This is an optimization exercise on Yosys and OpenROAD, whose aim is small area, not a production implementation. Only simulation tests tie the RTL to the original design; equivalence was not proved. Power and IR drop assume default switching activity.

==> flow/design.v <==
`default_nettype none
package flappy_pkg;
	localparam int NUM_PIPES = 8;
	localparam int X_W = 12;               
	localparam int COL_W = 10;             
	localparam int ROW_W = 9;              
	localparam int SCREEN_W = 640;         
	localparam int PIPE_SPACING = 90;
	localparam int PIPE_W = 44;
	localparam int PIPE_EXIT_X = -52;      
	localparam int BIRD_W = 41;
	localparam int BIRD_H = 36;
	localparam int BIRD_TOP_MARGIN = 12;
	localparam int FLOOR_Y = 479;
	localparam int GAP_TOP_BASE = 150;
	localparam int GAP_HEIGHT = 150;
	localparam int GAP_RAND_W = 5;         
	localparam int SPEED_MIN = 4;
	localparam int SPEED_MAX = 8;
	localparam int SPEED_W = 4;
	localparam int STEP_CYCLES = 64;
	localparam int STEP_CNT_W = $clog2(STEP_CYCLES);
	localparam int RAMP_STEPS = 32;
	localparam int RAMP_CNT_W = $clog2(RAMP_STEPS);
	localparam int LED_FLASH_CYCLES = 256;
	localparam int LED_CNT_W = $clog2(LED_FLASH_CYCLES);
	localparam int SCORE_W = 20;              
	localparam int SCORE_DIGITS = SCORE_W / 4;
	localparam logic [15:0] KEY_ENTER = 16'h800D;
	localparam logic [15:0] KEY_SPACE = 16'h8020;
	localparam logic [4:0] PAD_START = 5'd8;
	localparam logic [4:0] PAD_FLY = 5'd9;
	localparam logic [4:0] PAD_RESTART = 5'd10;
	localparam logic [15:0] LFSR_SEED = 16'hACE1;
	localparam logic [2:0] ST_WELCOME = 3'b001;    
	localparam logic [2:0] ST_PLAYING = 3'b010;
	localparam logic [2:0] ST_OVER = 3'b100;
endpackage
`default_nettype wire
`timescale 1ns/1ns
`default_nettype none
module key_decode (
	input  wire logic        DIV,
	input  wire logic        arst_n,
	input  wire logic [15:0] key_word,
	input  wire logic [2:0]  btn,
	input  wire logic [4:0]  keypad,
	output logic             start,
	output logic             fly,
	output logic             restart
);
	logic key_enter, key_space;
	assign key_enter = (key_word == flappy_pkg::KEY_ENTER);
	assign key_space = (key_word == flappy_pkg::KEY_SPACE);
	always_ff @(posedge DIV or negedge arst_n) begin
		if (!arst_n) begin
			start <= 1'b0;
			fly <= 1'b0;
			restart <= 1'b0;
		end else begin
			start <= key_enter || (btn[0] && keypad == flappy_pkg::PAD_START);
			fly <= key_space || (btn[1] && keypad == flappy_pkg::PAD_FLY);
			restart <= key_enter || (btn[2] && keypad == flappy_pkg::PAD_RESTART);
		end
	end
endmodule
`default_nettype wire
`timescale 1ns/1ns
`default_nettype none
module step_timer (
	input  wire logic                        DIV,
	input  wire logic                        arst_n,
	input  wire logic                        playing,
	output logic                             step,
	output logic [flappy_pkg::SPEED_W-1:0]   speed
);
	logic [5:0] cyc_cnt;
	logic [4:0] ramp_cnt;
	logic [2:0] k;
	function automatic logic [5:0] inc6(input logic [5:0] v);
		logic c;
		c = 1'b1;
		for (int b = 0; b < 6; b++) begin
			inc6[b] = v[b] ^ c;
			c = c & v[b];
		end
	endfunction
	function automatic logic [4:0] inc5(input logic [4:0] v, input logic ci);
		logic c;
		c = ci;
		for (int b = 0; b < 5; b++) begin
			inc5[b] = v[b] ^ c;
			c = c & v[b];
		end
	endfunction
	assign speed = {k[2], ~k[2], k[1:0]};
	always_ff @(posedge DIV or negedge arst_n) begin
		if (!arst_n) begin
			cyc_cnt <= '0;
			step <= 1'b0;
		end else begin
			cyc_cnt <= inc6(cyc_cnt);
			step <= &cyc_cnt;
		end
	end
	always_ff @(posedge DIV or negedge arst_n) begin
		if (!arst_n) begin
			ramp_cnt <= '0;
			k <= '0;
		end else if (!playing) begin
			ramp_cnt <= '0;
			k <= '0;
		end else begin
			ramp_cnt <= inc5(ramp_cnt, step);
			if (step && &ramp_cnt && !k[2])
				k <= {k[1] & k[0], k[1] ^ k[0], ~k[0]};
		end
	end
endmodule
`default_nettype wire
`timescale 1ns/1ns
`default_nettype none
module pipe_field (
	input  wire logic                                                  DIV,
	input  wire logic                                                  arst_n,
	input  wire logic                                                  step,
	input  wire logic                                                  playing,
	input  wire logic [flappy_pkg::SPEED_W-1:0]                        speed,
	output logic [flappy_pkg::NUM_PIPES-1:0][flappy_pkg::X_W-1:0]      pipe_x,
	output logic [flappy_pkg::NUM_PIPES-1:0][flappy_pkg::ROW_W-1:0]    pipe_top_y,
	output logic [flappy_pkg::NUM_PIPES-1:0][flappy_pkg::ROW_W-1:0]    pipe_low_y,
	output logic [flappy_pkg::NUM_PIPES-1:0][4:0]                      gap_r
);
	localparam int NP = flappy_pkg::NUM_PIPES;
	logic [15:0] lfsr;
	logic [NP-1:0][10:0] xs;
	logic [NP-1:0] neg, wrap;
	logic [NP-1:0][6:0] top7, low7;
	function automatic logic [10:0] add11(input logic [10:0] a, input logic [10:0] b, input logic ci);
		logic c;
		c = ci;
		for (int k = 0; k < 11; k++) begin
			add11[k] = a[k] ^ b[k] ^ c;
			c = (a[k] & b[k]) | (c & (a[k] ^ b[k]));
		end
	endfunction
	function automatic logic [6:0] add7(input logic [6:0] a, input logic [6:0] b);
		logic c;
		c = 1'b0;
		for (int k = 0; k < 7; k++) begin
			add7[k] = a[k] ^ b[k] ^ c;
			c = (a[k] & b[k]) | (c & (a[k] ^ b[k]));
		end
	endfunction
	always_ff @(posedge DIV or negedge arst_n) begin
		if (!arst_n)
			lfsr <= flappy_pkg::LFSR_SEED;
		else if (step)
			lfsr <= {lfsr[14:0], lfsr[15] ^ lfsr[13] ^ lfsr[12] ^ lfsr[10]};
	end
	always_comb begin
		for (int i = 0; i < NP; i++) begin
			neg[i] = &xs[i][10:6];
			wrap[i] = neg[i] & ~xs[i][5] & ~xs[i][4] & ~(xs[i][3] & xs[i][2]);
			pipe_x[i] = {neg[i], xs[i]};
			top7[i] = add7({2'b00, gap_r[i]}, 7'd22);
			low7[i] = add7({2'b00, gap_r[i]}, 7'd44);
			pipe_top_y[i] = {3'b010, top7[i][5:0]};
			pipe_low_y[i] = {2'b10, low7[i]};
		end
	end
	logic [3:0] ds;
	logic park;
	logic [10:0] prev_x, rejoin_x;
	always_comb begin
		prev_x = '0;
		for (int i = 0; i < NP; i++)
			prev_x = prev_x | (xs[(i + NP - 1) % NP] & {11{wrap[i]}});
		rejoin_x = add11(prev_x, 11'd90, 1'b0);
	end
	assign ds = speed & {4{step}};
	assign park = step & ~playing;
	always_ff @(posedge DIV or negedge arst_n) begin
		if (!arst_n) begin
			for (int i = 0; i < NP; i++)
				xs[i] <= 11'(flappy_pkg::SCREEN_W + i * flappy_pkg::PIPE_SPACING);
		end else begin
			for (int i = 0; i < NP; i++) begin
				if (park)
					xs[i] <= 11'(flappy_pkg::SCREEN_W + i * flappy_pkg::PIPE_SPACING);    
				else if (step && wrap[i])
					xs[i] <= rejoin_x;    
				else
					xs[i] <= add11(xs[i], ~{7'd0, ds}, 1'b1);
			end
		end
	end
	always_ff @(posedge DIV or negedge arst_n) begin
		if (!arst_n) begin
			for (int i = 0; i < NP; i++)
				gap_r[i] <= '0;
		end else begin
			for (int i = 0; i < NP; i++)
				if (step && playing && wrap[i])
					gap_r[i] <= lfsr[4:0];
		end
	end
endmodule
`default_nettype wire
`timescale 1ns/1ns
`default_nettype none
module collision_check (
	input  wire logic                                                  DIV,
	input  wire logic                                                  arst_n,
	input  wire logic [flappy_pkg::COL_W-1:0]                          bird_x,
	input  wire logic [flappy_pkg::ROW_W-1:0]                          bird_y,
	input  wire logic [flappy_pkg::NUM_PIPES-1:0][flappy_pkg::X_W-1:0]   pipe_x,
	input  wire logic [flappy_pkg::NUM_PIPES-1:0][4:0]                 gap_r,
	output logic                                                       hit,
	output logic                                                       between
);
	localparam int NP = flappy_pkg::NUM_PIPES;
	function automatic logic ge12(input logic [11:0] a, input logic [11:0] b);
		logic g;
		g = 1'b1;
		for (int k = 0; k < 12; k++)
			g = (a[k] & ~b[k]) | (a[k] & g) | (~b[k] & g);
		ge12 = g;
	endfunction
	function automatic logic ge5(input logic [4:0] a, input logic [4:0] b);
		logic g;
		g = 1'b1;
		for (int k = 0; k < 5; k++)
			g = (a[k] & ~b[k]) | (a[k] & g) | (~b[k] & g);
		ge5 = g;
	endfunction
	function automatic logic [11:0] add12(input logic [11:0] a, input logic [11:0] b);
		logic c;
		c = 1'b0;
		for (int k = 0; k < 12; k++) begin
			add12[k] = a[k] ^ b[k] ^ c;
			c = (a[k] & b[k]) | (c & (a[k] ^ b[k]));
		end
	endfunction
	function automatic logic [4:0] add5(input logic [4:0] a, input logic [4:0] b);
		logic c;
		c = 1'b0;
		for (int k = 0; k < 5; k++) begin
			add5[k] = a[k] ^ b[k] ^ c;
			c = (a[k] & b[k]) | (c & (a[k] ^ b[k]));
		end
	endfunction
	function automatic logic ge9(input logic [8:0] a, input logic [8:0] b);
		logic g;
		g = 1'b1;
		for (int k = 0; k < 9; k++)
			g = (a[k] & ~b[k]) | (a[k] & g) | (~b[k] & g);
		ge9 = g;
	endfunction
	logic [11:0] lo, hi;         
	logic [NP-1:0] overlap;
	logic [4:0] r;               
	logic [4:0] a5, b5;
	logic a_neg, a_small, b_big, b_small;
	logic blocked, bound_hit;
	assign a_neg = ~ge9(bird_y, 9'd138);
	assign a_small = ~a_neg && ~ge9(bird_y, 9'd170);
	assign a5 = add5(bird_y[4:0], 5'd22);           
	assign b_big = ge9(bird_y, 9'd296);
	assign b_small = ~b_big && ge9(bird_y, 9'd264);
	assign b5 = add5(bird_y[4:0], 5'd24);           
	assign bound_hit = (bird_y == '0) || ge9(bird_y, 9'd443);
	assign lo = add12({2'b00, bird_x}, 12'(-44)) ^ 12'h800;
	assign hi = add12({2'b00, bird_x}, 12'd41) ^ 12'h800;
	always_comb begin
		r = '0;
		for (int i = 0; i < NP; i++) begin
			overlap[i] = ge12(pipe_x[i] ^ 12'h800, lo) && ge12(hi, pipe_x[i] ^ 12'h800);
			r = r | (gap_r[i] & {5{overlap[i]}});
		end
		blocked = a_neg || b_big || (a_small && ge5(r, a5)) || (b_small && ge5(b5, r));
	end
	always_ff @(posedge DIV or negedge arst_n) begin
		if (!arst_n) begin
			hit <= 1'b0;
			between <= 1'b0;
		end else begin
			hit <= bound_hit || (|overlap && blocked);
			between <= |overlap;
		end
	end
endmodule
`default_nettype wire
`timescale 1ns/1ns
`default_nettype none
module game_fsm (
	input  wire logic  DIV,
	input  wire logic  arst_n,
	input  wire logic  start,
	input  wire logic  restart,
	input  wire logic  hit,
	output logic       welcome,
	output logic       playing,
	output logic       over,
	output logic       game_over,
	output logic [15:0] led
);
	logic led_on;
	logic [7:0] flash_cnt;
	logic to_over;
	assign welcome = ~playing & ~over;
	assign to_over = playing && hit;
	assign led = {16{led_on}};
	function automatic logic [7:0] dec8(input logic [7:0] v);
		logic b;
		b = 1'b1;
		for (int k = 0; k < 8; k++) begin
			dec8[k] = v[k] ^ b;
			b = b & ~v[k];
		end
	endfunction
	always_ff @(posedge DIV or negedge arst_n) begin
		if (!arst_n) begin
			playing <= 1'b0;
			over <= 1'b0;
			game_over <= 1'b0;
		end else begin
			game_over <= to_over;
			if (welcome && start)
				playing <= 1'b1;
			else if (over && restart)
				over <= 1'b0;
			else if (to_over) begin
				playing <= 1'b0;
				over <= 1'b1;
			end
		end
	end
	always_ff @(posedge DIV or negedge arst_n) begin
		if (!arst_n) begin
			led_on <= 1'b1;
			flash_cnt <= '0;
		end else if (to_over) begin
			led_on <= 1'b0;
			flash_cnt <= 8'hFF;
		end else if (!led_on) begin
			if (flash_cnt == '0)
				led_on <= 1'b1;
			else
				flash_cnt <= dec8(flash_cnt);
		end
	end
endmodule
`default_nettype wire
`timescale 1ns/1ns
`default_nettype none
module score_keeper (
	input  wire logic                             DIV,
	input  wire logic                             arst_n,
	input  wire logic                             playing,
	input  wire logic                             game_over,
	input  wire logic                             between,
	output logic [flappy_pkg::SCORE_W-1:0]        score,
	output logic [flappy_pkg::SCORE_W-1:0]        maxscore
);
	localparam int SW = flappy_pkg::SCORE_W;
	logic between_d;
	logic passed;
	function automatic logic [SW-1:0] bcd_inc(input logic [SW-1:0] v, input logic ci);
		logic c;
		logic [3:0] d;
		c = ci;
		for (int i = 0; i < SW / 4; i++) begin
			d = v[4*i +: 4];
			bcd_inc[4*i]     = d[0] ^ c;
			bcd_inc[4*i + 1] = d[1] ^ (c & d[0] & ~d[3]);
			bcd_inc[4*i + 2] = d[2] ^ (c & d[0] & d[1]);
			bcd_inc[4*i + 3] = d[3] ^ (c & d[0] & (d[3] | (d[2] & d[1])));
			c = c & d[3] & d[0];
		end
	endfunction
	function automatic logic gt(input logic [SW-1:0] a, input logic [SW-1:0] b);
		logic g;
		g = 1'b0;
		for (int k = 0; k < SW; k++)
			g = (a[k] & ~b[k]) | (a[k] & g) | (~b[k] & g);
		gt = g;
	endfunction
	assign passed = playing && between_d && !between;
	always_ff @(posedge DIV or negedge arst_n) begin
		if (!arst_n) begin
			between_d <= 1'b0;
			score <= '0;
			maxscore <= '0;
		end else begin
			between_d <= between;
			if (game_over) begin
				if (gt(score, maxscore))
					maxscore <= score;
				score <= '0;
			end else begin
				score <= bcd_inc(score, passed);
			end
		end
	end
endmodule
`default_nettype wire
`timescale 1ns/1ns
`default_nettype none
module game_top (
	input  wire logic                                                  DIV,
	input  wire logic                                                  arst_n,
	input  wire logic [15:0]                                           key_word,
	input  wire logic [2:0]                                            btn,
	input  wire logic [4:0]                                            keypad,
	input  wire logic [flappy_pkg::COL_W-1:0]                          bird_x,
	input  wire logic [flappy_pkg::ROW_W-1:0]                          bird_y,
	output logic                                                       fly,
	output logic                                                       welcome,
	output logic                                                       playing,
	output logic                                                       over,
	output logic [flappy_pkg::SPEED_W-1:0]                             speed,
	output logic [flappy_pkg::NUM_PIPES*flappy_pkg::X_W-1:0]           pipe_x,
	output logic [flappy_pkg::NUM_PIPES*flappy_pkg::ROW_W-1:0]         pipe_top_y,
	output logic [flappy_pkg::NUM_PIPES*flappy_pkg::ROW_W-1:0]         pipe_low_y,
	output logic [flappy_pkg::SCORE_W-1:0]                             score,
	output logic [flappy_pkg::SCORE_W-1:0]                             maxscore,
	output logic [15:0]                                                led
);
	logic start, restart;      
	logic step;                
	logic hit, between;        
	logic game_over;
	logic [flappy_pkg::NUM_PIPES-1:0][4:0] gap_r;
	key_decode i_key_decode (
		.DIV(DIV), .arst_n(arst_n),
		.key_word(key_word), .btn(btn), .keypad(keypad),
		.start(start), .fly(fly), .restart(restart)
	);
	step_timer i_step_timer (
		.DIV(DIV), .arst_n(arst_n),
		.playing(playing),
		.step(step), .speed(speed)
	);
	pipe_field i_pipe_field (
		.DIV(DIV), .arst_n(arst_n),
		.step(step), .playing(playing), .speed(speed),
		.pipe_x(pipe_x), .pipe_top_y(pipe_top_y), .pipe_low_y(pipe_low_y),
		.gap_r(gap_r)
	);
	collision_check i_collision_check (
		.DIV(DIV), .arst_n(arst_n),
		.bird_x(bird_x), .bird_y(bird_y),
		.pipe_x(pipe_x), .gap_r(gap_r),
		.hit(hit), .between(between)
	);
	game_fsm i_game_fsm (
		.DIV(DIV), .arst_n(arst_n),
		.start(start), .restart(restart), .hit(hit),
		.welcome(welcome), .playing(playing), .over(over),
		.game_over(game_over), .led(led)
	);
	score_keeper i_score_keeper (
		.DIV(DIV), .arst_n(arst_n),
		.playing(playing), .game_over(game_over), .between(between),
		.score(score), .maxscore(maxscore)
	);
endmodule
`default_nettype wire
==> flow/flow/run.sh <==
#!/bin/bash
# Standard ORFS layout (the standard.sh, unchanged synthesis) with two changes:
# - the port buffers are the smallest buffer, sky130_fd_sc_hd__buf_1;
# - clock tree synthesis uses clkbuf_4/clkbuf_8 and inserts no dummy loads.
# The full make output goes to make_finish.log here.
set -euo pipefail
export BUFFER_PORTS_ARGS="-buffer_cell sky130_fd_sc_hd__buf_1"
export CTS_ARGS="-sink_clustering_enable -repair_clock_nets -dont_use_dummy_load -buf_list {sky130_fd_sc_hd__clkbuf_4 sky130_fd_sc_hd__clkbuf_8}"
bash standard.sh > make_finish.log 2>&1
==> flow/standard.sh <==
#!/bin/bash
# synth_recipe.tcl (not shown) runs the flow's synth.tcl, then flattens the netlist and writes it again
# the make line also repeats each setting of config.mk as NAME=value (left out here)
make -C /OpenROAD-flow-scripts/flow DESIGN_CONFIG=/design/flow/config.mk WORK_HOME=/design/flow/orfs CLKGATE_MAP_FILE= SYNTH_SCRIPT=/design/flow/synth_recipe.tcl "${@:-finish}"
==> flow/config.mk <==
export PLATFORM = sky130hd
export DESIGN_NAME = game_top
export DESIGN_NICKNAME = game_top
export VERILOG_FILES = /design/flow/design.v
export SDC_FILE = /design/flow/constraint.sdc
export NUM_CORES = 4
export LEC_CHECK = 0
export CAP_MARGIN = 20
export CORE_MARGIN = 2
export CORE_UTILIZATION = 40
export GPL_TIMING_DRIVEN = 0
export SLEW_MARGIN = 20
==> flow/constraint.sdc <==
create_clock -name core_clock -period 6.0 [get_ports {DIV}]
set_input_delay 1.2000 -clock core_clock [delete_from_list [all_inputs] [get_ports {DIV}]]
set_output_delay 1.2000 -clock core_clock [all_outputs]
set_load 0.01 [all_outputs]
==> results of run 1 <==
worst reg2reg max path, stage by stage, from the launching register on:
cell      delay, ns
dfrtp_1        0.51
clkbuf_1       0.56
clkbuf_1       0.59
clkbuf_1       0.54
and2_1         0.47
ha_1           0.23
inv_1          0.05
fa_1           0.37
fa_1           0.39
fa_1           0.39
inv_1          0.10
ha_1           0.17
ha_1           0.16
ha_1           0.22
ha_1           0.17
ha_1           0.14
ha_1           0.15
xnor2_1        0.06
mux2_2         0.26
nand2_1        0.07
layout by cell type (no fill, tap or decap), types with 40 or more instances in the layout:
master    Yosys  final
a211oi_1     44     44
a21oi_1      48     48
a22oi_1      52     51
buf_1         5    313
buf_4        83     88
clkbuf_1     63     61
clkbuf_8      0     41
conb_1        2     40
dfrtp_1     168    168
dfstp_2      49     49
ha_1        144    143
inv_1       263    262
mux2_2       66     66
nand2_1     173    173
nor2_1       88     88
o211ai_1     42     42
o21ai_0      47     47
state kept, by name, summed over array words and instances (netlist names), 3 cells and up:
signal                   cells
i_pipe_field.xs             88
i_pipe_field.gap_r          40
i_score_keeper.maxscore     20
i_score_keeper.score        20
i_pipe_field.lfsr           16
i_game_fsm.flash_cnt         8
i_step_timer.cyc_cnt         6
i_step_timer.ramp_cnt        5
i_step_timer.k               3
cell families (layout without fill, tap and decap cells):
group / count (synthesis) / after routing / share of synthesized area, %
AO/OA/AOI/OAI: 387 / 387 / 17.5
AND/OR/NAND/NOR: 465 / 465 / 13.8
flip-flops: 217 / 217 / 33.6
adder cells (fa/ha/maj): 198 / 198 / 15.9
multiplexers: 79 / 79 / 5.42
XOR/XNOR: 27 / 27 / 1.45
buffers and inverters: 439 / 804 / 12.2
other: 2 / 40 / 0.0460
how the worst max path moves through the flow:
stage	startpoint	endpoint	slack (ns)	depth (start not counted)
2_1_floorplan	bird_x[0]	i_collision_check.hit	0.26	25
3_3_place_gp	arst_n	i_pipe_field.xs[0]	-7.27	1
3_5_place_dp	bird_x[0]	i_collision_check.hit	-1.33	25
4_1_cts	bird_x[0]	i_collision_check.hit	0.03	26
5_1_grt	bird_x[2]	i_collision_check.hit	0.002	25
6_report	bird_x[0]	i_collision_check.hit	0.19	25
Yosys cell counts, drive strengths merged (16+ instances only):
cell type	number	area, um^2
maj3	30	314
nand3	38	190
nor2	88	330
a222oi	20	200
nor3	24	125
clkbuf	68	262
nand2b	29	181
inv	265	995
nor2b	35	219
o211ai	42	315
dfrtp	168	4200
buf	105	733
a21oi	48	240
a22oi	52	390
ha	144	1800
and2	16	100
mux2	75	845
dfstp	49	1290
fa	24	480
a211oi	44	330
and3	21	136
nand2	173	649
o22ai	23	144
o21ai	49	249
cell type report:
cell class / count / area, um^2 / area share (%)
Buffer: 173 / 1000 / 5.20
Clock buffer: 41 / 564 / 2.94
Inverter: 266 / 998 / 5.19
Multi-Input combinational cell: 1196 / 9120 / 47.5
Sequential cell: 217 / 5490 / 28.6
Tap cell: 532 / 666 / 3.46
Timing Repair Buffer: 324 / 1380 / 7.19
timing repair:
action,4_1_cts,5_1_grt
buffers inserted,1,2
endpoints found under the setup margin,1,1
resized for setup,8,15
pin swaps,1,4
power groups by stage:
stage | combinational [mW] | sequential [mW] | clock (mW)
3_5_place_dp | 0.609 | 1.58 | 0
2_1_floorplan | 0.409 | 1.57 | 0
3_3_place_gp | 0.585 | 1.58 | 0
4_1_cts | 0.615 | 1.56 | 1.24
5_1_grt | 0.687 | 1.57 | 1.29
6_report | 0.619 | 1.56 | 1.21
metrics by stage:
stage | TNS, ns | area [um^2]
6_report | 0 | 19200
5_1_grt | 0 | 19200
4_1_cts | 0 | 19200
3_5_place_dp | -1.33 | 18500
3_3_place_gp | -1417.42 | 18300
2_1_floorplan | 0 | 16500
metal layers:
layer / vias up / GRT usage (%)
met3: 124 / 5.93
met1: 7380 / 37.6
li1: 7017 / -
met5: - / 0
met4: 0 / 10.2
met2: 753 / 42.8
==> impl_metrics.json, run 1 <==
{
  "holdWs_ns": 0.393,
  "worst_slack_ns": 0.190,
  "synth_edf_count": 0,
  "die_h_um": 206,
  "drive_above_1_share_pct": 14.8,
  "cts_root_buffer": "clkbuf_8",
  "irDropWorstVdd_uv": 183,
  "critPathLaunchType": "primary input",
  "cp_common_cell": "ha_1",
  "io_pins": 349,
  "area_growth_pct": 17.7,
  "p_per_area_nw_per_um2": 176,
  "cp-end-kind": "register",
  "die_x_um": 206,
  "die_area_um2": 42500,
  "r2r_end": "i_pipe_field.xs[65]",
  "initial_utilization_pct": 40.3,
  "dpl.hpwl_um": 47200,
  "rsz0062_at_grt": "false",
  "dp_slack_ns": -1.33,
  "clock.fmax_mhz": 172,
  "async_reset_ff_share_pct": 100,
  "gp_congestion": 0.986,
  "rr_startpoint": "i_step_timer.step",
  "antenna_found_initial": 0,
  "final_cells": 2749,
  "cts_tree": "done",
  "slew_headroom_pct": 32.3,
  "pwr-share-comb_pct": 18.3,
  "post-route-period-util_pct": 96.8,
  "seqPwrFrac_pct": 46.0,
  "leakage_nw": 8.77,
  "p_sw_share_pct": 29.7,
  "final.min_clock_period_ns": 5.81,
  "rrSetupSlack_ns": 0.31,
  "clockBufferDepth": 3,
  "power_switching_mw": 1.00,
  "postRouteAntennaNets": 0,
  "p_int_mw": 2.38,
  "grt_pass1_wl_um": 88300,
  "power_mw": 3.38,
  "grt_usage_pct": 27.6,
  "tightest_slew_ns": 1.02,
  "overflow": 0,
  "setup_viol": 0,
  "clock_sinks": 217,
  "hold_path.class": "register to register",
  "io_buffers": 308,
  "vias": 15300,
  "grt_pass1_vias": 14300,
  "drt_first_pass_iters": 6,
  "drc": 0,
  "dp_cells": 2705,
  "yosysWarnings": 6,
  "wl_met1_um": 25200,
  "clk_pin_slew_ns": 0.06,
  "holdPathStages": 0,
  "synth_area_um2": 16300,
  "ys_ff_latch": 217,
  "r2r_cells": 19,
  "max-cap-violations": 0,
  "wl_per_cell_um": 21.8,
  "cp.arrival_ns": 6.27,
  "fill_cells": 4033,
  "crit_type": "primary input to register",
  "cts_htree_levels": 2,
  "syn_inst": 1814,
  "ctsHoldBuffers": 0,
  "critPathRequiredTime_ns": 6.46,
  "routed_wl_um": 59800,
  "fin_nets": 2432,
  "numCtsBuffers": 41,
  "path_delay_family": "adder cells",
  "critPathBufInv": 7,
  "design.core.area_um2": 40600,
  "critical_path.max_fanout": 10,
  "first_iter_violations": 1468,
  "worstHoldStart": "i_collision_check.between",
  "synth_top_flop_cell": "dfrtp_1",
  "top_layer": "met4",
  "run_status": "timing/DRC/antenna clean",
  "grt_max_degree": 34,
  "min_to": "i_score_keeper.between_d",
  "fin_util_pct": 47.4,
  "wl_met3_um": 5430,
  "fin_worst_skew_ns": 0.0404,
  "hold_violations": 0,
  "synth_seq_area_share_pct": 33.6,
  "ys_types": 83,
  "rows": 74,
  "cp_slowest_cell": "nor4_4",
  "viasPerCell": 5.56,
  "insertion_delay_ns": 0.59,
  "clkPwrFrac_pct": 35.7,
  "met2_length_um": 27200,
  "max_stage_delay_ns": 0.57,
  "maxSlewViolCount": 0,
  "antenna_cells": 0,
  "syn_avg_cell_area_um2": 9.01
}
==> run 2: changes to the inputs <==
==> flow/flow/run.sh (replaced) <==
#!/bin/bash
# Standard ORFS layout (the standard.sh, unchanged synthesis) with two changes:
# - the port buffers are the smallest buffer, sky130_fd_sc_hd__buf_1, instead of
#   the resizer's default pick;
# - clock tree synthesis builds the tree from clkbuf_4 and inserts no dummy loads.
# The full make output goes to make_finish.log here; ORFS's own per-step logs are
# under orfs/logs/.
set -euo pipefail
export BUFFER_PORTS_ARGS="-buffer_cell sky130_fd_sc_hd__buf_1"
export CTS_ARGS="-sink_clustering_enable -repair_clock_nets -dont_use_dummy_load -buf_list {sky130_fd_sc_hd__clkbuf_4}"
bash standard.sh > make_finish.log 2>&1
--- a/flow/config.mk
+++ b/flow/config.mk
@@ -7,6 +7,5 @@
 export LEC_CHECK = 0
 export CAP_MARGIN = 20
 export CORE_MARGIN = 2
-export CORE_UTILIZATION = 40
-export GPL_TIMING_DRIVEN = 0
+export CORE_UTILIZATION = 60
 export SLEW_MARGIN = 20
==> run 2 against run 1 <==
Effect of this change:
- critical path depth grew 1
- via count decreased by 1.3%
- highest routed layer unchanged
- setup slack improved by 0.22 ns
- synthesized cell count unchanged
- largest cell class unchanged
- still clean on timing, DRC and antenna
- critical endpoint unchanged
- sequential power about the same
- count of clock-buffer cells in the layout is 16 higher
- routed wire length fell by 11%
==> impl_metrics.json, run 2 <==
{
  "run_status": "timing/DRC/antenna clean",
  "design.core.area_um2": 26900,
  "fin_worst_skew_ns": 0.0576,
  "ctsHoldBuffers": 0,
  "grt_pass1_vias": 14300,
  "crit_type": "primary input to register",
  "grt_max_degree": 83,
  "drt_first_pass_iters": 7,
  "numCtsBuffers": 57,
  "dp_cells": 2380,
  "tns_ns": 0,
  "vias": 15100,
  "critPathLaunchType": "primary input",
  "layout_common_cells": "buf_1, inv_1, nand2_1, dfrtp_1, ha_1",
  "synth_most_common_cell": "inv_1",
  "cp-startpoint": "bird_x[0]",
  "overflow": 0,
  "wl_per_cell_um": 21.9,
  "worstHoldStart": "i_collision_check.between",
  "io_pins": 349,
  "reg.largest.list": "i_pipe_field.xs x88, i_pipe_field.gap_r x40",
  "rr_startpoint": "i_pipe_field.xs[30]",
  "synth_top_family_by_area": "compound AO/OA/AOI/OAI gates",
  "grt_usage_pct": 37.1,
  "rsz0062_at_grt": "false",
  "maxSlewViolCount": 0,
  "ys_top_cells_by_count": "inv_1, nand2_1, dfrtp_1, ha_1, nor2_1",
  "cts_resized": 0,
  "first_iter_violations": 1946,
  "rows": 60,
  "synth_edf_count": 0,
  "critical_path.max_fanout": 6,
  "place_area_um2": 17500,
  "hold_path.class": "register to register",
  "drc": 0,
  "cp_slowest_cell": "ha_1",
  "clock.fmax_mhz": 179,
  "cp.arrival_ns": 6.15,
  "fin_nets": 2311,
  "die_h_um": 169,
  "gp_congestion": 0.984,
  "setup_viol": 0,
  "path_delay_family": "adder cells",
  "cts_tree": "done",
  "ys_top_cells_by_area": "dfrtp_1, ha_1, dfstp_2",
  "synth-adder-area-share_pct": 15.9,
  "regMostFlops": "i_pipe_field.xs",
  "postRouteAntennaNets": 0,
  "final.min_clock_period_ns": 5.59,
  "io_buffers": 308,
  "hold_violations": 0,
  "synth_area_um2": 16300,
  "dpl.hpwl_um": 40600,
  "die_x_um": 169,
  "slew_headroom_pct": 34.8,
  "power_mw": 3.03,
  "insertion_delay_ns": 0.70,
  "syn_avg_cell_area_um2": 9.01,
  "async_reset_ff_share_pct": 100,
  "leakage_nw": 8.29,
  "final_cells": 2438,
  "yosysTopAreaCellShare_pct": 25.7,
  "ys_ff_latch": 217,
  "final_common_cell": "buf_1",
  "clockBufferDepth": 3,
  "critPathBufInv": 6,
  "irDropWorstVdd_uv": 284,
  "synth_seq_area_share_pct": 33.6,
  "syn_inst": 1814,
  "cp_common_cell": "ha_1",
  "initial_utilization_pct": 60.8,
  "fin_util_pct": 66.8,
  "yosys.area_share.xor_xnor_pct": 1.45,
  "synth_simple_gate_area_share_pct": 13.8,
  "yosysWarnings": 6,
  "cts_setup_buffers": 0,
  "synth_top_flop_cell": "dfrtp_1",
  "largest_register_ffs": 88,
  "cp-end-kind": "register",
  "max-cap-violations": 0,
  "muxShareOfSynthArea_pct": 5.42,
  "routed_wl_um": 53400,
  "grt_pass1_wl_um": 82300,
  "die_area_um2": 28600,
  "ys_types": 83,
  "max_stage_delay_ns": 0.38,
  "antenna_found_initial": 1,
  "viasPerCell": 6.18,
  "clock_sinks": 217,
  "critPathRequiredTime_ns": 6.56,
  "drive_above_1_share_pct": 12.8,
  "cts_htree_levels": 2,
  "clk_pin_slew_ns": 0.06,
  "tightest_slew_ns": 0.978,
  "synth_compound_area_share_pct": 17.5,
  "post-route-period-util_pct": 93.2,
  "synth_top_area_cell": "dfrtp_1",
  "p_per_area_nw_per_um2": 169,
  "cts_root_buffer": "clkbuf_4",
  "area_growth_pct": 9.92,
  "design_area_um2": 18000
}
## run 2: changes by cell type in the layout (fill, tap and decap cells not counted), moves of 5 or more
cell and change:
buf_1 -6, buf_12 -5, buf_2 -20, buf_4 -37, clkbuf_1 -61, clkbuf_2 -6, clkbuf_4 +58, clkbuf_8 -41
## run 2: cell families (layout without fill, tap and decap cells)
family / Yosys count / count (layout)
AND/OR/NAND/NOR: 465 / 465
buffers and inverters: 439 / 683
AO/OA/AOI/OAI: 387 / 387
flip-flops: 217 / 217
adder cells (fa/ha/maj): 198 / 198
multiplexers: 79 / 79
XOR/XNOR: 27 / 27
other: 2 / 41
## run 2: layout make-up
| class | instances | area, um^2 |
|---|---|---|
| clock buffer | 57 | 428 |
| fill | 2315 | 8920 |
| tap | 341 | 427 |
| timing repair buffer | 360 | 1560 |
| sequential | 217 | 5490 |
| multi-input combinational | 1196 | 9050 |
| antenna | 1 | 2.50 |
| inverter | 266 | 998 |
## run 2: power by group
part	internal, mW	leakage (nW)	total (mW)	switching [mW]
clock	0.427	0.262	0.978	0.551
sequential	1.51	2.82	1.55	0.0407
combinational	0.187	5.21	0.504	0.317
## run 2: worst reg2reg max path, cell delays in order, from the launching register on
cell,delay [ns]
dfstp_2,0.61
inv_1,0.12
nor3_1,0.15
nand3_1,0.27
a2111oi_2,0.56
a22o_1,0.20
a221oi_1,0.04
and3_1,0.33
inv_1,0.20
ha_1,0.17
inv_1,0.05
ha_1,0.18
ha_1,0.18
inv_1,0.06
ha_1,0.15
inv_1,0.04
ha_1,0.16
inv_1,0.11
ha_1,0.18
ha_1,0.14
ha_1,0.15
xnor2_1,0.38
mux2_2,0.29
nand2_1,0.05
## run 2: final timing paths
check	end	depth (start not counted)	slack, ns
worst max-delay path	i_collision_check.hit	26	0.41
worst min-delay path	i_score_keeper.between_d	0	0.37
worst max register to register	i_pipe_field.xs[65]	23	1.10
worst min register to register	i_score_keeper.between_d	0	0.37
max in group asynchronous	i_pipe_field.gap_r[35]	2	4.43
min in group asynchronous	i_pipe_field.xs[32]	1	0.48
## run 2: layer usage
| layer | GRT usage [%] | share of wire, % | vias to the layer above |
|---|---|---|---|
| li1 | - | - | 6777 |
| met1 | 53.1 | 42 | 7267 |
| met4 | 12.5 | 3.2 | 0 |
| met2 | 56.1 | 44 | 892 |
| met5 | 0 | 0 | - |
| met3 | 7.69 | 11 | 132 |
## run 2: per-stage QoR
| stage | hold WS (ns) | setup WS, ns |
|---|---|---|
| 6_report | 0.372 | 0.409 |
| 3_5_place_dp | 0.361 | -0.210 |
| 2_1_floorplan | 0.354 | 0.258 |
| 3_3_place_gp | 0.361 | -0.166 |
| 4_1_cts | 0.374 | 0.526 |
| 5_1_grt | 0.396 | 0.121 |
==> run 3: changes to the inputs <==
--- a/flow/design.v
+++ b/flow/design.v
@@ -129,7 +129,8 @@
 	output logic [flappy_pkg::NUM_PIPES-1:0][flappy_pkg::X_W-1:0]      pipe_x,
 	output logic [flappy_pkg::NUM_PIPES-1:0][flappy_pkg::ROW_W-1:0]    pipe_top_y,
 	output logic [flappy_pkg::NUM_PIPES-1:0][flappy_pkg::ROW_W-1:0]    pipe_low_y,
-	output logic [flappy_pkg::NUM_PIPES-1:0][4:0]                      gap_r
+	output logic [flappy_pkg::NUM_PIPES-1:0][4:0]                      gap_r,
+	output logic [flappy_pkg::NUM_PIPES-1:0]                           front    
 );
 	localparam int NP = flappy_pkg::NUM_PIPES;
 	logic [15:0] lfsr;
@@ -195,6 +196,18 @@
 			end
 		end
 	end
+	logic [2:0] front_idx;
+	always_ff @(posedge DIV or negedge arst_n) begin
+		if (!arst_n)
+			front_idx <= '0;
+		else if (park)
+			front_idx <= '0;
+		else if (step && |wrap)
+			front_idx <= front_idx + 3'd1;
+	end
+	always_comb
+		for (int i = 0; i < NP; i++)
+			front[i] = (front_idx == 3'(i));
 	always_ff @(posedge DIV or negedge arst_n) begin
 		if (!arst_n) begin
 			for (int i = 0; i < NP; i++)
@@ -216,6 +229,7 @@
 	input  wire logic [flappy_pkg::ROW_W-1:0]                          bird_y,
 	input  wire logic [flappy_pkg::NUM_PIPES-1:0][flappy_pkg::X_W-1:0]   pipe_x,
 	input  wire logic [flappy_pkg::NUM_PIPES-1:0][4:0]                 gap_r,
+	input  wire logic [flappy_pkg::NUM_PIPES-1:0]                      front,    
 	output logic                                                       hit,
 	output logic                                                       between
 );
@@ -258,7 +272,9 @@
 		ge9 = g;
 	endfunction
 	logic [11:0] lo, hi;         
-	logic [NP-1:0] overlap;
+	logic [NP-1:0] right_of_lo, cand;
+	logic [11:0] cand_x;
+	logic overlap;
 	logic [4:0] r;               
 	logic [4:0] a5, b5;
 	logic a_neg, a_small, b_big, b_small;
@@ -273,11 +289,16 @@
 	assign lo = add12({2'b00, bird_x}, 12'(-44)) ^ 12'h800;
 	assign hi = add12({2'b00, bird_x}, 12'd41) ^ 12'h800;
 	always_comb begin
+		for (int i = 0; i < NP; i++)
+			right_of_lo[i] = ge12(pipe_x[i] ^ 12'h800, lo);
 		r = '0;
+		cand_x = '0;
 		for (int i = 0; i < NP; i++) begin
-			overlap[i] = ge12(pipe_x[i] ^ 12'h800, lo) && ge12(hi, pipe_x[i] ^ 12'h800);
-			r = r | (gap_r[i] & {5{overlap[i]}});
+			cand[i] = right_of_lo[i] & (front[i] | ~right_of_lo[(i + NP - 1) % NP]);
+			r = r | (gap_r[i] & {5{cand[i]}});
+			cand_x = cand_x | (pipe_x[i] & {12{cand[i]}});
 		end
+		overlap = |cand && ge12(hi, cand_x ^ 12'h800);
 		blocked = a_neg || b_big || (a_small && ge5(r, a5)) || (b_small && ge5(b5, r));
 	end
 	always_ff @(posedge DIV or negedge arst_n) begin
@@ -285,8 +306,8 @@
 			hit <= 1'b0;
 			between <= 1'b0;
 		end else begin
-			hit <= bound_hit || (|overlap && blocked);
-			between <= |overlap;
+			hit <= bound_hit || (overlap && blocked);
+			between <= overlap;
 		end
 	end
 endmodule
@@ -432,6 +453,7 @@
 	logic hit, between;        
 	logic game_over;
 	logic [flappy_pkg::NUM_PIPES-1:0][4:0] gap_r;
+	logic [flappy_pkg::NUM_PIPES-1:0] front;
 	key_decode i_key_decode (
 		.DIV(DIV), .arst_n(arst_n),
 		.key_word(key_word), .btn(btn), .keypad(keypad),
@@ -446,12 +468,12 @@
 		.DIV(DIV), .arst_n(arst_n),
 		.step(step), .playing(playing), .speed(speed),
 		.pipe_x(pipe_x), .pipe_top_y(pipe_top_y), .pipe_low_y(pipe_low_y),
-		.gap_r(gap_r)
+		.gap_r(gap_r), .front(front)
 	);
 	collision_check i_collision_check (
 		.DIV(DIV), .arst_n(arst_n),
 		.bird_x(bird_x), .bird_y(bird_y),
-		.pipe_x(pipe_x), .gap_r(gap_r),
+		.pipe_x(pipe_x), .gap_r(gap_r), .front(front),
 		.hit(hit), .between(between)
 	);
 	game_fsm i_game_fsm (
--- a/flow/config.mk
+++ b/flow/config.mk
@@ -5,6 +5,7 @@
 export SDC_FILE = /design/flow/constraint.sdc
 export NUM_CORES = 4
 export LEC_CHECK = 0
+export ABC_AREA = 1
 export CAP_MARGIN = 20
 export CORE_MARGIN = 2
 export CORE_UTILIZATION = 60
==> run 3 against run 2 <==
Effect of this change:
- still clean on timing, DRC and antenna
- sequential share of layout area up 1.4 points
- cell count increased by 8.7%
- total power shrank 1.9%
- worst hold slack improved by 0.018 ns
- first-iteration DRC count down 7.2%
- fmax grew 12%
- highest routed layer unchanged
==> impl_metrics.json, run 3 <==
{
  "run_status": "timing/DRC/antenna clean",
  "seq_area_um2": 5570,
  "hold_path.class": "register to register",
  "cp.arrival_ns": 5.58,
  "grt_pass1_wl_um": 83300,
  "max_stage_delay_ns": 0.47,
  "p_per_area_nw_per_um2": 171,
  "fin_nets": 2530,
  "synth_seq_area_share_pct": 35.3,
  "ys_top_cells_by_count": "nand2_1, inv_1, dfrtp_1, o21ai_0, ha_1",
  "worstHoldStart": "i_collision_check.between",
  "die_area_um2": 27600,
  "layout_common_cells": "nand2_1, inv_1, buf_1, dfrtp_1, o21ai_0",
  "cp-end-kind": "register",
  "fill_cells": 2233,
  "wl_per_cell_um": 20.7,
  "grt_max_degree": 125,
  "synth_edf_count": 0,
  "antenna_found_initial": 2,
  "synth_top_area_cell": "dfrtp_1",
  "numCtsBuffers": 59,
  "tns_ns": 0,
  "cts_setup_buffers": 0,
  "crit_type": "primary input to register",
  "routed_wl_um": 54800,
  "drt_first_pass_iters": 6,
  "drive_above_1_share_pct": 8.96,
  "postRouteAntennaNets": 0,
  "cp_common_cell": "nand2_1",
  "rr_startpoint": "i_pipe_field.xs[76]",
  "slew_headroom_pct": 29.4,
  "cts_resized": 0,
  "critPathLaunchType": "primary input",
  "drc": 0,
  "cts_root_buffer": "clkbuf_4",
  "rsz0062_at_grt": "false",
  "regMostFlops": "i_pipe_field.xs",
  "critical_path.max_fanout": 11,
  "final.min_clock_period_ns": 4.99,
  "rows": 59,
  "irDropWorstVdd_uv": 204,
  "async_reset_ff_share_pct": 100,
  "ctsHoldBuffers": 0,
  "ys_ff_latch": 220,
  "io_buffers": 308,
  "worst_slack_ns": 1.01,
  "dp_slack_ns": 0.434,
  "largest_register_ffs": 88,
  "syn_inst": 1998,
  "clockBufferDepth": 3,
  "yosysWarnings": 6,
  "post-route-period-util_pct": 83.2,
  "ys_types": 53,
  "clk_pin_slew_ns": 0.06,
  "cp_slowest_cell": "ha_1",
  "dpl.hpwl_um": 42500,
  "fin_worst_skew_ns": 0.0590,
  "clock.fmax_mhz": 200,
  "cp-startpoint": "bird_x[3]",
  "insertion_delay_ns": 0.69,
  "area_growth_pct": 10.2,
  "viasPerCell": 5.90,
  "design.core.area_um2": 25900,
  "maxSlewViolCount": 0,
  "clock_sinks": 220,
  "die_x_um": 166,
  "synth_most_common_cell": "nand2_1",
  "cts_htree_levels": 2,
  "final_common_cell": "nand2_1",
  "max-cap-violations": 0,
  "setup_viol": 0,
  "syn_avg_cell_area_um2": 7.90,
  "leakage_nw": 8.30,
  "multi_input_area_um2": 8080,
  "hold_violations": 0,
  "cts_tree": "done",
  "vias": 15600,
  "grt_pass1_vias": 14700,
  "first_iter_violations": 1805,
  "initial_utilization_pct": 60.9,
  "gp_congestion": 1.03,
  "grt_usage_pct": 38.7,
  "critPathRequiredTime_ns": 6.58,
  "io_pins": 349,
  "yosysTopAreaCellShare_pct": 27.1,
  "die_h_um": 166,
  "holdWs_ns": 0.390,
  "synth_top_flop_cell": "dfrtp_1",
  "reg.largest.list": "i_pipe_field.xs x88, i_pipe_field.gap_r x40",
  "ys_top_cells_by_area": "dfrtp_1, ha_1, nand2_1",
  "overflow": 0,
  "tightest_slew_ns": 1.05,
  "synth_area_um2": 15800
}
-- run 3: changes by cell type in the layout (fill, tap and decap cells not counted), moves of 20 or more --
cell / delta
inv_1: +99
a222oi_1: -20
nor2b_1: -34
o22ai_1: +52
mux2_2: -66
o21ai_0: +121
nand3_1: +26
a211oi_1: -43
nand2b_1: -29
and3_1: -20
a21oi_1: +70
o211ai_1: -30
nand2_1: +196
-- run 3: metal layers --
metal | part of all wire [%] | up-vias | GRT usage (%)
li1 | - | 7104 | -
met1 | 41 | 7389 | 54.3
met2 | 44 | 996 | 58.6
met3 | 12 | 136 | 10.2
met4 | 3.2 | 0 | 13.0
met5 | 0 | - | 0
-- run 3: final cells by class --
cell class,instances,share of cell area [%]
Inverter,385,8.32
Clock buffer,59,2.55
Timing Repair Buffer,341,8.17
Multi-Input combinational cell,1304,46.5
Tap cell,335,2.41
Sequential cell,220,32.0
Antenna cell,5,0.0719
-- run 3: cells by family after synthesis --
group | count (synthesis) | synth area share [%]
AO/OA/AOI/OAI | 474 | 17.8
XOR/XNOR | 14 | 0.777
adder cells (fa/ha/maj) | 174 | 14.9
buffers and inverters | 512 | 14.5
flip-flops | 220 | 35.3
other | 2 | 0.0476
AND/OR/NAND/NOR | 602 | 16.7
-- run 3: where the power goes --
part	leakage [nW]	switching, mW	internal (mW)	total [mW]
registers	2.86	0.0348	1.53	1.56
clock network	0.271	0.560	0.442	1.00
logic	5.17	0.274	0.133	0.407
total	8.30	0.869	2.10	2.97
-- run 3: worst paths after layout --
path                                                to  slack, ns  cells after the start
max                              i_collision_check.hit       1.01                     39
min reg2reg                   i_score_keeper.between_d       0.39                      0
min                           i_score_keeper.between_d       0.39                      0
max in group asynchronous            i_step_timer.k[1]       4.18                      2
min in group asynchronous  i_score_keeper.maxscore[15]       0.65                      1
max reg2reg                        i_pipe_field.xs[43]       1.27                     24
-- run 3: stage by stage --
step                      power (mW)  instance area [um^2]  std cells  utilization, %
final                           2.97                 17400       2649            67.1
after global placement          1.98                 16900       2585            65.3
after floorplan                 1.92                 15900       2036               -
after CTS                       3.00                 17400       2644            67.1
after detailed placement        1.99                 16900       2585            65.3
after global routing            3.12                 17400       2648            67.1
-- run 3: worst max-delay path, delay by kind of cell --
family	cells	cell delay [ns]
AND/OR/NAND/NOR	24	1.85
AO/OA/AOI/OAI	2	0.41
adder cells (fa/ha/maj)	7	1.53
buffers and inverters	6	0.60
==> run 4: changes to the inputs <==
--- a/flow/design.v
+++ b/flow/design.v
@@ -129,14 +129,16 @@
 	output logic [flappy_pkg::NUM_PIPES-1:0][flappy_pkg::X_W-1:0]      pipe_x,
 	output logic [flappy_pkg::NUM_PIPES-1:0][flappy_pkg::ROW_W-1:0]    pipe_top_y,
 	output logic [flappy_pkg::NUM_PIPES-1:0][flappy_pkg::ROW_W-1:0]    pipe_low_y,
-	output logic [flappy_pkg::NUM_PIPES-1:0][4:0]                      gap_r,
+	output logic [flappy_pkg::NUM_PIPES-1:0][4:0]                      gap_g,    
 	output logic [flappy_pkg::NUM_PIPES-1:0]                           front    
 );
 	localparam int NP = flappy_pkg::NUM_PIPES;
 	logic [15:0] lfsr;
 	logic [NP-1:0][10:0] xs;
 	logic [NP-1:0] neg, wrap;
-	logic [NP-1:0][6:0] top7, low7;
+	logic [NP-1:0] gc, g22;
+	logic [NP-1:0][4:0] g10;
+	logic [4:0] lfsr_g;
 	function automatic logic [10:0] add11(input logic [10:0] a, input logic [10:0] b, input logic ci);
 		logic c;
 		c = ci;
@@ -145,6 +147,14 @@
 			c = (a[k] & b[k]) | (c & (a[k] ^ b[k]));
 		end
 	endfunction
+	function automatic logic [4:0] add5(input logic [4:0] a, input logic [4:0] b);
+		logic c;
+		c = 1'b0;
+		for (int k = 0; k < 5; k++) begin
+			add5[k] = a[k] ^ b[k] ^ c;
+			c = (a[k] & b[k]) | (c & (a[k] ^ b[k]));
+		end
+	endfunction
 	function automatic logic [6:0] add7(input logic [6:0] a, input logic [6:0] b);
 		logic c;
 		c = 1'b0;
@@ -159,20 +169,25 @@
 		else if (step)
 			lfsr <= {lfsr[14:0], lfsr[15] ^ lfsr[13] ^ lfsr[12] ^ lfsr[10]};
 	end
+	assign lfsr_g = add5(lfsr[4:0], 5'd12);
 	always_comb begin
 		for (int i = 0; i < NP; i++) begin
 			neg[i] = &xs[i][10:6];
 			wrap[i] = neg[i] & ~xs[i][5] & ~xs[i][4] & ~(xs[i][3] & xs[i][2]);
 			pipe_x[i] = {neg[i], xs[i]};
-			top7[i] = add7({2'b00, gap_r[i]}, 7'd22);
-			low7[i] = add7({2'b00, gap_r[i]}, 7'd44);
-			pipe_top_y[i] = {3'b010, top7[i][5:0]};
-			pipe_low_y[i] = {2'b10, low7[i]};
+			gc[i] = ~gap_g[i][4] & ~(gap_g[i][3] & gap_g[i][2]);                  
+			g22[i] = gap_g[i][4] & (gap_g[i][3] | (gap_g[i][2] & gap_g[i][1]));    
+			g10[i] = add5(gap_g[i], 5'd10);
+			pipe_top_y[i] = {3'b010, gc[i] | g22[i], g10[i]};
+			pipe_low_y[i] = {2'b10, gc[i], ~gc[i], gap_g[i]};
 		end
 	end
 	logic [3:0] ds;
 	logic park;
 	logic [10:0] prev_x, rejoin_x;
+	logic [10:0] set_0, set_1;    
+	logic [NP-1:0] load;
+	logic [NP-1:0][10:0] park_x, load_x;
 	always_comb begin
 		prev_x = '0;
 		for (int i = 0; i < NP; i++)
@@ -181,16 +196,23 @@
 	end
 	assign ds = speed & {4{step}};
 	assign park = step & ~playing;
+	assign set_0 = rejoin_x & {11{~park}};
+	assign set_1 = rejoin_x | {11{park}};
+	always_comb
+		for (int i = 0; i < NP; i++) begin
+			load[i] = park | (step & wrap[i]);
+			park_x[i] = 11'(flappy_pkg::SCREEN_W + i * flappy_pkg::PIPE_SPACING);
+			for (int k = 0; k < 11; k++)
+				load_x[i][k] = park_x[i][k] ? set_1[k] : set_0[k];
+		end
 	always_ff @(posedge DIV or negedge arst_n) begin
 		if (!arst_n) begin
 			for (int i = 0; i < NP; i++)
 				xs[i] <= 11'(flappy_pkg::SCREEN_W + i * flappy_pkg::PIPE_SPACING);
 		end else begin
 			for (int i = 0; i < NP; i++) begin
-				if (park)
-					xs[i] <= 11'(flappy_pkg::SCREEN_W + i * flappy_pkg::PIPE_SPACING);    
-				else if (step && wrap[i])
-					xs[i] <= rejoin_x;    
+				if (load[i])
+					xs[i] <= load_x[i];    
 				else
 					xs[i] <= add11(xs[i], ~{7'd0, ds}, 1'b1);
 			end
@@ -211,11 +233,11 @@
 	always_ff @(posedge DIV or negedge arst_n) begin
 		if (!arst_n) begin
 			for (int i = 0; i < NP; i++)
-				gap_r[i] <= '0;
+				gap_g[i] <= 5'd12;
 		end else begin
 			for (int i = 0; i < NP; i++)
 				if (step && playing && wrap[i])
-					gap_r[i] <= lfsr[4:0];
+					gap_g[i] <= lfsr_g;
 		end
 	end
 endmodule
@@ -228,7 +250,7 @@
 	input  wire logic [flappy_pkg::COL_W-1:0]                          bird_x,
 	input  wire logic [flappy_pkg::ROW_W-1:0]                          bird_y,
 	input  wire logic [flappy_pkg::NUM_PIPES-1:0][flappy_pkg::X_W-1:0]   pipe_x,
-	input  wire logic [flappy_pkg::NUM_PIPES-1:0][4:0]                 gap_r,
+	input  wire logic [flappy_pkg::NUM_PIPES-1:0][4:0]                 gap_g,    
 	input  wire logic [flappy_pkg::NUM_PIPES-1:0]                      front,    
 	output logic                                                       hit,
 	output logic                                                       between
@@ -275,8 +297,18 @@
 	logic [NP-1:0] right_of_lo, cand;
 	logic [11:0] cand_x;
 	logic overlap;
+	logic [4:0] g;               
 	logic [4:0] r;               
 	logic [4:0] a5, b5;
+	logic [8:0] t1, t2;
+	function automatic logic [5:0] add6(input logic [5:0] a, input logic [5:0] b);
+		logic c;
+		c = 1'b0;
+		for (int k = 0; k < 6; k++) begin
+			add6[k] = a[k] ^ b[k] ^ c;
+			c = (a[k] & b[k]) | (c & (a[k] ^ b[k]));
+		end
+	endfunction
 	logic a_neg, a_small, b_big, b_small;
 	logic blocked, bound_hit;
 	assign a_neg = ~ge9(bird_y, 9'd138);
@@ -291,15 +323,18 @@
 	always_comb begin
 		for (int i = 0; i < NP; i++)
 			right_of_lo[i] = ge12(pipe_x[i] ^ 12'h800, lo);
-		r = '0;
+		g = '0;
 		cand_x = '0;
 		for (int i = 0; i < NP; i++) begin
 			cand[i] = right_of_lo[i] & (front[i] | ~right_of_lo[(i + NP - 1) % NP]);
-			r = r | (gap_r[i] & {5{cand[i]}});
+			g = g | (gap_g[i] & {5{cand[i]}});
 			cand_x = cand_x | (pipe_x[i] & {12{cand[i]}});
 		end
+		r = add5(g, 5'd20);
 		overlap = |cand && ge12(hi, cand_x ^ 12'h800);
-		blocked = a_neg || b_big || (a_small && ge5(r, a5)) || (b_small && ge5(b5, r));
+		t1 = {3'b010, add6({1'b0, r}, 6'd10)};     
+		t2 = {3'b100, add6({1'b0, r}, 6'd8)};      
+		blocked = ge9(t1, bird_y) || ge9(bird_y, t2);
 	end
 	always_ff @(posedge DIV or negedge arst_n) begin
 		if (!arst_n) begin
@@ -452,7 +487,7 @@
 	logic step;                
 	logic hit, between;        
 	logic game_over;
-	logic [flappy_pkg::NUM_PIPES-1:0][4:0] gap_r;
+	logic [flappy_pkg::NUM_PIPES-1:0][4:0] gap_g;
 	logic [flappy_pkg::NUM_PIPES-1:0] front;
 	key_decode i_key_decode (
 		.DIV(DIV), .arst_n(arst_n),
@@ -468,12 +503,12 @@
 		.DIV(DIV), .arst_n(arst_n),
 		.step(step), .playing(playing), .speed(speed),
 		.pipe_x(pipe_x), .pipe_top_y(pipe_top_y), .pipe_low_y(pipe_low_y),
-		.gap_r(gap_r), .front(front)
+		.gap_g(gap_g), .front(front)
 	);
 	collision_check i_collision_check (
 		.DIV(DIV), .arst_n(arst_n),
 		.bird_x(bird_x), .bird_y(bird_y),
-		.pipe_x(pipe_x), .gap_r(gap_r), .front(front),
+		.pipe_x(pipe_x), .gap_g(gap_g), .front(front),
 		.hit(hit), .between(between)
 	);
 	game_fsm i_game_fsm (
==> flow/flow/run.sh (replaced) <==
#!/bin/bash
# Standard ORFS layout (the standard.sh, unchanged synthesis) with two changes:
# - the port buffers are the smallest buffer, sky130_fd_sc_hd__buf_1, instead of
#   the resizer's default pick;
# - clock tree synthesis builds a balanced tree from clkbuf_8, with clusters of at
#   most 12 flip-flops within 60 um, and inserts no dummy loads.
# The full make output goes to make_finish.log here; ORFS's own per-step logs are
# under orfs/logs/.
set -euo pipefail
export BUFFER_PORTS_ARGS="-buffer_cell sky130_fd_sc_hd__buf_1"
export CTS_ARGS="-sink_clustering_enable -repair_clock_nets -dont_use_dummy_load -buf_list {sky130_fd_sc_hd__clkbuf_8} -sink_clustering_size 12 -sink_clustering_max_diameter 60"
bash standard.sh > make_finish.log 2>&1
==> run 4 against run 3 <==
Effect of this change:
- global-route usage is 3.7 points higher
- largest cell class unchanged
- area after synthesis decreased by 3.6%
- sequential share of layout area is 1.0 points higher
- highest routed layer unchanged
- total power shrank 3.4%
- register-to-register slack improved by 0.17 ns
- largest power group unchanged
- critical path depth fell by 2
- critical endpoint unchanged
==> impl_metrics.json, run 4 <==
{
  "die_h_um": 163,
  "initial_utilization_pct": 60.8,
  "wl_per_cell_um": 22.7,
  "power_mw": 2.87,
  "crit_type": "primary input to register",
  "rows": 58,
  "antenna_found_initial": 0,
  "grt_pass1_wl_um": 85000,
  "regMostFlops": "i_pipe_field.xs",
  "io_pins": 349,
  "yosysTopAreaCellShare_pct": 25.5,
  "largest_register_ffs": 88,
  "async_reset_ff_share_pct": 100,
  "ys_top_cells_by_count": "nand2_1, inv_1, dfrtp_1, o21ai_0, ha_1",
  "cp_common_cell": "ha_1",
  "max-cap-violations": 0,
  "synth_area_um2": 15200,
  "die_x_um": 163,
  "clock_sinks": 220,
  "insertion_delay_ns": 0.57,
  "fin_worst_skew_ns": 0.0756,
  "ctsHoldBuffers": 0,
  "ys_ff_latch": 220,
  "cp_slowest_cell": "ha_1",
  "clockBufferDepth": 3,
  "yosysWarnings": 6,
  "hold_violations": 0,
  "synth_seq_area_share_pct": 36.7,
  "area_growth_pct": 11.2,
  "ys_top_cells_by_area": "dfrtp_1, dfstp_2, ha_1",
  "clk_pin_slew_ns": 0.08,
  "slew_headroom_pct": 30.3,
  "io_buffers": 308,
  "cts_htree_levels": 1,
  "routed_wl_um": 57500,
  "drive_above_1_share_pct": 8.32,
  "grt_pass1_vias": 14500,
  "rsz0062_at_grt": "false",
  "syn_inst": 1889,
  "cts_root_buffer": "clkbuf_8",
  "die_area_um2": 26600,
  "maxSlewViolCount": 0,
  "critPathLaunchType": "primary input",
  "cts_setup_buffers": 0,
  "clock.fmax_mhz": 185,
  "overflow": 0,
  "synth_most_common_cell": "nand2_1",
  "run_status": "timing/DRC/antenna clean",
  "design.core.area_um2": 25000,
  "setup_viol": 0,
  "reg.largest.list": "i_pipe_field.xs x88, i_pipe_field.gap_g x40",
  "leakage_nw": 7.99,
  "hold_path.class": "register to register",
  "cts_resized": 0,
  "synth_edf_count": 0,
  "tns_ns": 0,
  "post-route-period-util_pct": 90.3,
  "final.min_clock_period_ns": 5.42,
  "rrSetupSlack_ns": 1.44,
  "r2r_cells": 24,
  "gp_congestion": 1.08,
  "holdWs_ns": 0.391,
  "layout_common_cells": "nand2_1, inv_1, buf_1, dfrtp_1, o21ai_0",
  "numCtsBuffers": 25,
  "critPathRequiredTime_ns": 6.42,
  "vias": 15400,
  "critical_path.max_fanout": 8,
  "tightest_slew_ns": 1.04,
  "dpl.hpwl_um": 45700,
  "max_stage_delay_ns": 0.36,
  "fin_nets": 2406,
  "first_iter_violations": 2060,
  "final_common_cell": "nand2_1",
  "viasPerCell": 6.10,
  "holdPathStages": 0,
  "drt_first_pass_iters": 8,
  "grt_usage_pct": 42.4,
  "cts_tree": "done",
  "cp-end-kind": "register",
  "synth_top_flop_cell": "dfrtp_1",
  "antenna_cells": 0,
  "cp.arrival_ns": 5.84,
  "p_per_area_nw_per_um2": 170,
  "syn_avg_cell_area_um2": 8.05,
  "drc": 0,
  "postRouteAntennaNets": 0,
  "fill_cells": 2047,
  "synth_top_area_cell": "dfrtp_1",
  "ys_types": 52,
  "grt_max_degree": 131,
  "irDropWorstVdd_uv": 182
}
==> run 4: cell count changes in the layout (fill, tap and decap cells not counted), sizes merged, moves of 11 or more <==
| cell | previous run | this run |
|---|---|---|
| a21oi | 119 | 59 |
| a22oi | 42 | 74 |
| clkbuf | 60 | 26 |
| dfrtp | 171 | 155 |
| dfstp | 49 | 65 |
| ha | 150 | 136 |
| inv | 381 | 338 |
| nor2 | 87 | 76 |
| o21ai | 175 | 147 |
| o22ai | 75 | 103 |
| xnor2 | 6 | 17 |
==> run 4: worst paths after layout <==
| path | start | to |
|---|---|---|
| max | bird_x[3] | i_collision_check.hit |
| min | i_collision_check.between | i_score_keeper.between_d |
| max reg2reg | i_pipe_field.xs[84] | i_pipe_field.xs[76] |
| min reg2reg | i_collision_check.between | i_score_keeper.between_d |
| max in group asynchronous | arst_n | i_pipe_field.gap_g[31] |
| min in group asynchronous | arst_n | i_pipe_field.xs[72] |
==> run 4: per-stage QoR <==
stage	cell area, um^2	instances	setup slack (ns)	utilization (%)
after CTS	16900	2529	0.670	67.6
after global routing	16900	2529	0.242	67.6
after detailed placement	16600	2504	0.108	66.2
after floorplan	15400	1927	0.673	-
after global placement	16600	2504	0.243	66.2
final	16900	2529	0.585	67.6
==> run 4: logic make-up (layout without fill, tap and decap cells) <==
family / after synthesis / in the layout / synth area share, %
fa+ha+maj: 160 / 160 / 14.3
flops: 220 / 220 / 36.7
xor+xnor: 21 / 21 / 1.21
simple gates: 601 / 601 / 17.1
buf+inv: 448 / 720 / 13.0
other cells: 2 / 40 / 0.0494
compound gates: 437 / 437 / 17.6
==> run 4: metal layers <==
layer | wire length, um | global-route usage (%) | vias to the layer above
li1 | - | - | 6800
met1 | 22800 | 59.6 | 7411
met2 | 25500 | 64.9 | 1049
met3 | 6790 | 9.32 | 169
met4 | 2280 | 15.1 | 0
met5 | 0 | 0 | -
==> run 4: final cells by class <==
type                    instances  area (um^2)  area share, %
repair buffers                350         1490           8.79
multi-input cells            1259         7790           46.1
inverters                     345         1290           7.65
well taps                     330          413           2.44
clock buffers                  25          344           2.03
flip-flops and latches        220         5590           33.0
==> run 4: report_power, final <==
group / internal [mW] / switching [mW] / total (mW)
clock network: 0.369 / 0.520 / 0.889
logic: 0.135 / 0.280 / 0.415
registers: 1.53 / 0.0400 / 1.57
==> run 4: worst max-delay path: cells and delay by family <==
family	cells	cell delay, ns
fa+ha+maj	10	2.09
buf+inv	10	0.76
simple gates	13	1.24
compound gates	4	0.54
==> run 5: changes to the inputs <==
==> flow/flow/run.sh (replaced) <==
#!/bin/bash
# Standard ORFS layout (the standard.sh, unchanged synthesis) with three changes:
# - the port buffers are the smallest buffer, sky130_fd_sc_hd__buf_1, instead of
#   the resizer's default pick;
# - clock tree synthesis builds a balanced tree from clkbuf_8, with clusters of at
#   most 12 flip-flops within 60 um, and inserts no dummy loads;
# - the constant outputs share synthesis's single tie-high and tie-low cells
#   instead of getting one tie cell each (SKIP_REPAIR_TIE_FANOUT).
# The full make output goes to make_finish.log here; ORFS's own per-step logs are
# under orfs/logs/.
set -euo pipefail
export BUFFER_PORTS_ARGS="-buffer_cell sky130_fd_sc_hd__buf_1"
export CTS_ARGS="-sink_clustering_enable -repair_clock_nets -dont_use_dummy_load -buf_list {sky130_fd_sc_hd__clkbuf_8} -sink_clustering_size 12 -sink_clustering_max_diameter 60"
export SKIP_REPAIR_TIE_FANOUT=1
bash standard.sh > make_finish.log 2>&1
==> run 5 against run 4 <==
Effect of this change:
- critical path depth unchanged
- largest power group unchanged
- final area down 1.1%
- clock power decreased by 3.7%
- total power shrank 1.5%
- sequential cell count stayed put
- synthesized cell count unchanged
- sequential share of layout area rose by 0.38 points
- setup slack got worse by 0.0040 ns
==> impl_metrics.json, run 5 <==
{
  "drive_above_1_share_pct": 8.26,
  "syn_inst": 1889,
  "grt_usage_pct": 43.1,
  "insertion_delay_ns": 0.57,
  "ys_top_cells_by_count": "nand2_1, inv_1, dfrtp_1, o21ai_0, ha_1",
  "cts_setup_buffers": 0,
  "grt_max_degree": 129,
  "die_area_um2": 26600,
  "dp_slack_ns": 0.0956,
  "die_h_um": 163,
  "fin_worst_skew_ns": 0.0580,
  "numCtsBuffers": 23,
  "io_pins": 349,
  "ys_top_cells_by_area": "dfrtp_1, dfstp_2, ha_1",
  "post-route-period-util_pct": 90.3,
  "postRouteAntennaNets": 0,
  "synth_area_um2": 15200,
  "max_stage_delay_ns": 0.35,
  "drc": 0,
  "grt_pass1_vias": 14600,
  "fin_util_pct": 66.8,
  "ctsHoldBuffers": 0,
  "dpl.hpwl_um": 45700,
  "cts_tree": "done",
  "crit_type": "primary input to register",
  "routed_wl_um": 58300,
  "tns_ns": 0,
  "wl_met3_um": 7430,
  "irDropWorstVdd_uv": 193,
  "yosysTopAreaCellShare_pct": 25.5,
  "hold_violations": 0,
  "critical_path.max_fanout": 8,
  "antenna_cells": 0,
  "hold_path.class": "register to register",
  "clockBufferDepth": 3,
  "p_per_area_nw_per_um2": 169,
  "holdWs_ns": 0.385,
  "critPathLaunchType": "primary input",
  "critPathBufInv": 10,
  "viasPerCell": 6.24,
  "overflow": 0,
  "maxSlewViolCount": 0,
  "wl_per_cell_um": 23.4,
  "initial_utilization_pct": 60.8,
  "tightest_slew_ns": 1.08,
  "rows": 58,
  "synth_edf_count": 0,
  "final_common_cell": "nand2_1",
  "clk_pin_slew_ns": 0.09,
  "cts_resized": 0,
  "design.core.area_um2": 25000,
  "path_delay_family": "adder cells",
  "cp.arrival_ns": 5.90,
  "largest_register_ffs": 88,
  "io_buffers": 308,
  "syn_avg_cell_area_um2": 8.05,
  "worst_slack_ns": 0.581,
  "drt_first_pass_iters": 7,
  "max-cap-violations": 0,
  "slew_headroom_pct": 27.3,
  "synth_top_area_cell": "dfrtp_1",
  "ys_types": 52,
  "cts_root_buffer": "clkbuf_8",
  "ys_ff_latch": 220,
  "cp_slowest_cell": "ha_1",
  "synth_most_common_cell": "nand2_1",
  "die_x_um": 163,
  "grt_pass1_wl_um": 85800,
  "gp_congestion": 1.06,
  "synth_seq_area_share_pct": 36.7,
  "layout_common_cells": "nand2_1, inv_1, buf_1, dfrtp_1, o21ai_0",
  "cp-end-kind": "register",
  "yosysWarnings": 6,
  "reg.largest.list": "i_pipe_field.xs x88, i_pipe_field.gap_g x40",
  "clock_sinks": 220,
  "cts_htree_levels": 1,
  "first_iter_violations": 2034,
  "met2_length_um": 25500,
  "final.min_clock_period_ns": 5.42,
  "setup_viol": 0,
  "regMostFlops": "i_pipe_field.xs",
  "rsz0062_at_grt": "false",
  "vias": 15500,
  "antenna_found_initial": 0,
  "run_status": "timing/DRC/antenna clean",
  "async_reset_ff_share_pct": 100,
  "fin_nets": 2363,
  "wl_met1_um": 22200,
  "area_growth_pct": 9.96,
  "cp_common_cell": "ha_1",
  "leakage_nw": 7.84,
  "clock.fmax_mhz": 185,
  "critPathRequiredTime_ns": 6.48,
  "synth_top_flop_cell": "dfrtp_1",
  "top_layer": "met4"
}
-- run 5: kinds of logic after synthesis --
group	share of synthesized area (%)
compound gates	17.6
xor+xnor	1.21
fa+ha+maj	14.3
buf+inv	13.0
flops	36.7
other cells	0.0494
simple gates	17.1
-- run 5: metal layers --
metal,up-vias,global-route usage [%]
met2,1124,65.2
met5,-,0
met1,7410,57.3
li1,6754,-
met4,0,20.8
met3,229,11.9
-- run 5: layout make-up --
class / count / area, um^2
Fill cell: 2116 / 8310
Multi-Input combinational cell: 1221 / 7650
Sequential cell: 220 / 5590
Timing Repair Buffer: 347 / 1470
Inverter: 345 / 1290
Tap cell: 330 / 413
Clock buffer: 23 / 317
-- run 5: worst paths after layout --
path,start,end,slack [ns],cells past startpoint
min in group asynchronous,arst_n,i_pipe_field.xs[45],0.67,1
max in group asynchronous,arst_n,i_game_fsm.flash_cnt[1],4.15,2
max,bird_x[2],i_collision_check.hit,0.58,37
min reg2reg,i_collision_check.between,i_score_keeper.between_d,0.38,0
min,i_collision_check.between,i_score_keeper.between_d,0.38,0
max reg2reg,i_pipe_field.xs[27],i_pipe_field.xs[87],1.24,23
-- run 5: stage by stage --
step                power [mW]  instance area, um^2  std cells
floorplan                 1.91                15200       1889
global placement          1.98                16400       2463
detailed placement        1.99                16400       2463
CTS                       2.82                16700       2486
global route              2.94                16700       2486
finish                    2.83                16700       2486
-- run 5: where the power goes --
part / total, mW / switching, mW / internal, mW / leakage [nW]
combinational: 0.404 / 0.272 / 0.131 / 4.87
sequential: 1.57 / 0.0415 / 1.53 / 2.80
clock: 0.856 / 0.514 / 0.341 / 0.165
total: 2.83 / 0.828 / 2.00 / 7.84

==> separate check: timing with driven ports <==
In the flow no input, the clock included, has a driving cell. The finished layouts below were timed again as built, in two steps. Step 1 assumes that a clkbuf_16 drives the clock port and a buf_2 every other input. Step 2, shift: input delay + t, output delay - t, t = (earliest + latest rising clock arrival at the registers) / 2. This alone moves slack from input paths to output paths. a / b / c = no drivers / after step 1 / after step 2; a / b = the first two.
| run | shift t [ns] | setup WS [ns] |
|---|---|---|
| run 1 | 0.629 | 0.190 / 0.198 / -0.431 |
| run 2 | 0.713 | 0.409 / 0.434 / -0.279 |
| run 3 | 0.714 | 1.005 / 1.029 / 0.315 |
| run 4 | 0.583 | 0.585 / 0.610 / 0.027 |
| run 5 | 0.588 | 0.581 / 0.607 / 0.019 |
With both steps, setup timing fails in run 1 and run 2, where it was met with ideal ports.
